This is an optimization exercise on Yosys and OpenROAD, whose aim is small area, a short achievable clock period and few clock cycles, not a production implementation. RTL that was checked went through simulation tests only; none was proved equivalent to the original. Power is estimated from default activity; no workload was simulated.

==> flow/design.v (excerpt) <==
module conv_feeder (
	input  logic        clk,
	input  logic        rst,
	input  logic        i_start,
	input  logic [5:0]  i_cols,
	input  logic [5:0]  i_rows,
	input  logic        i_stride,
	input  logic        i_valid,
	input  logic [31:0] i_data,
	output logic        o_full,
	output logic        o_valid,
	output logic [31:0] o_lane_data,
	output logic        o_done
);
	logic       busy;
	logic [5:0] g_cols;
	logic [5:0] g_rows;
	logic [1:0] g_init;  
	logic [5:0] g_cm1;  
	logic [5:0] g_rm1;  
	logic [4:0] g_orm1;  
	logic       g_s2;
	logic [4:0] g_ocm1;  
	logic acc_all;   
	logic acc_all2;  
	logic        s_v;
	logic [31:0] s_d;
	logic [5:0]  p_row;
	logic [5:0]  p_col;
	logic [4:0]  p_d;  
	logic [4:0] tau;
	logic [4:0] e_d;  
	logic       e_odd;  
	logic [4:0] x_rem;  
	logic [4:0] y_rem;  
	logic       last_x;
	logic       last_y;
	logic [1:0] e_r;  
	logic [1:0] e_c;  
	logic       e_done;
	logic [31:0] bw [3];
	logic [1:0]  b_cnt;
	logic [1:0]  b_lag;  
	logic m_wr_en;  
	logic [31:0] ring_a [32];
	logic [31:0] ring_b [32];
	logic idle;
	logic start;
	assign idle = !busy || (e_done && acc_all2);
	assign start = idle && i_start;
	logic [4:0] d;     
  ...
Size: ~2,400 flip-flops, roughly 84 I/O pins, about 62,000 µm² of cells after synthesis.
Settings: LEC_CHECK=0, CAP_MARGIN=20, CORE_MARGIN=2, CORE_UTILIZATION=40, CTS_CLUSTER_DIAMETER=120, CTS_CLUSTER_SIZE=30, SETUP_SLACK_MARGIN=3.7, SLEW_MARGIN=20; clock period 6.0 ns.
run.sh (not shown) runs the stock make flow with config.mk's settings and CLKGATE_MAP_FILE= SYNTH_SCRIPT=/design/flow/synth_recipe.tcl, a recipe that flattens the netlist after the stock synthesis.
The baseline finished with timing, DRC and antenna clean.
Edit:
--- a/flow/design.v
+++ b/flow/design.v
@@ -32,20 +32,16 @@
 	input  logic [31:0] i_data,
 	output logic        o_full,
 	output logic        o_valid,
 	output logic [31:0] o_lane_data,
 	output logic        o_done
 );
 	logic       busy;
-	logic [5:0] g_cols;
-	logic [5:0] g_rows;
-	logic [1:0] g_init;  
 	logic [5:0] g_cm1;  
 	logic [5:0] g_rm1;  
-	logic [4:0] g_orm1;  
 	logic       g_s2;
 	logic [4:0] g_ocm1;  
 	logic acc_all;   
 	logic acc_all2;  
 	logic        s_v;
 	logic [31:0] s_d;
 	logic [5:0]  p_row;
@@ -216,66 +212,60 @@
 				ring_a[k] <= ring_a[(k + 1) % 32];
 			if ((k % 8) == 6 && qb_sel[((k + 2) / 8) % 4])
 				ring_b[k] <= wb_data;
 			else
 				ring_b[k] <= ring_b[(k + 1) % 32];
 		end
 	end
-	always_ff @(posedge clk) begin
-		g_ocm1 <= g_s2 ? 5'((g_cols - 6'd3) >> 1) : 5'(g_cols - 6'd3);
-		g_orm1 <= g_s2 ? 5'((g_rows - 6'd3) >> 1) : 5'(g_rows - 6'd3);
-		g_mrow2 <= {g_orm1, 1'b0} + 6'd2;
-		g_mcol2 <= {g_ocm1, 1'b0} + 6'd2;
-		g_elim <= {g_ocm1, 1'b0};
-	end
+	logic [4:0] n_ocm1, n_orm1;
+	assign n_ocm1 = i_stride ? 5'((i_cols - 6'd3) >> 1) : 5'(i_cols - 6'd3);
+	assign n_orm1 = i_stride ? 5'((i_rows - 6'd3) >> 1) : 5'(i_rows - 6'd3);
 	always_ff @(posedge clk) begin
 		if (rst) begin
 			busy <= 1'b0;
 			s_v <= 1'b0;
 			full_q <= 1'b0;
 			e_done <= 1'b0;
 			acc_all <= 1'b0;
 			acc_all2 <= 1'b0;
 			tau <= '0;
 			m_wr_en <= 1'b0;
 			b_cnt <= '0;
-			g_init <= '0;
 		end else begin
 			tau <= tau + 5'd1;
 			acc_all2 <= acc_all;
-			g_init <= {g_init[0], 1'b0};
-			if (g_init[1]) begin
-				x_rem <= g_ocm1;
-				y_rem <= g_orm1;
-				last_x <= (g_ocm1 == 5'd0);
-				last_y <= (g_orm1 == 5'd0);
-			end
 			if (start) begin
 				busy <= 1'b1;
-				g_cols <= i_cols;
-				g_rows <= i_rows;
-				g_cm1 <= i_cols - 6'd1;  
+				g_cm1 <= i_cols - 6'd1;
 				g_rm1 <= i_rows - 6'd1;
 				g_s2 <= i_stride;
+				g_ocm1 <= n_ocm1;
 				acc_all <= 1'b0;
 				acc_all2 <= 1'b0;
 				s_v <= 1'b0;
 				full_q <= 1'b0;
 				p_row <= '0;
 				p_col <= '0;
 				k_fill <= 1'b1;
 				k_bot <= 1'b0;
 				k_mrow <= 1'b0;
 				c_in <= 1'b1;
+				c_lt <= (n_ocm1 != 5'd0);
 				fill_done <= 1'b0;
-				tau <= 5'd0;   
-				p_d <= 5'd0;
-				e_d <= 5'd0;
+				g_mrow2 <= {n_orm1, 1'b0} + 6'd2;
+				g_mcol2 <= {n_ocm1, 1'b0} + 6'd2;
+				g_elim <= {n_ocm1, 1'b0};
+				tau <= 5'd31;
+				p_d <= 5'd1;   
+				e_d <= 5'd1;
 				e_odd <= 1'b0;
-				g_init <= 2'b01;
+				x_rem <= n_ocm1;
+				y_rem <= n_orm1;
+				last_x <= (n_ocm1 == 5'd0);
+				last_y <= (n_orm1 == 5'd0);
 				e_r <= '0;
 				e_c <= '0;
 				e_done <= 1'b0;
 				b_cnt <= '0;
 				b_lag <= '0;
 				m_wr_en <= 1'b0;
 			end else begin
Effect: Global-route usage came out lower by 0.41 points; core utilization hardly moves; sequential power came out lower by a few percent; final area came out lower slightly; clock power is about the same; worst setup slack gets better by 19 ps; routed wire length came out lower by a few percent; sequential share of layout area came out lower by 0.46 points; cell count barely changes; critical path depth does not change; non-clock buffer count came out lower by 4; clock-buffer cell count came out lower by 1; total power came out lower slightly; maximum frequency came out higher slightly.
Testbench counts after the change, summed over its fixed seeds: cycles 114,913.
Function not checked in the first run of this note: the RTL went through the layout flow alone.

## what the ideal ports hide
How much do the figures lean on ideal ports? The routed layouts below were timed once more, with nothing changed but the port constraints.
Step 1 sets driving cells, clkbuf_16 on the clock port and buf_2 on the other inputs (assumed; they add their load-dependent delay and slew).
Step 2 also shifts input and output timing later by t, the mid clock arrival at the registers, as if the neighbouring blocks saw the same clock.
Slacks: ideal ports / drivers / drivers and shift; pairs: ideal ports / drivers.
run	t (ns)	setup WS [ns]	hold slack, ns	latest minus earliest clock arrival (ns)
the first run	0.795	3.537 / 3.460 / 2.963	0.306 / 0.306 / 0.306	0.059 / 0.059
the second run	0.788	3.556 / 3.481 / 3.004	0.288 / 0.288 / 0.288	0.058 / 0.059
After both steps setup and hold are still met in every run listed. For the first run, which loses most, drivers alone change the setup slack by -0.077 ns; drivers and shift together by -0.574 ns.
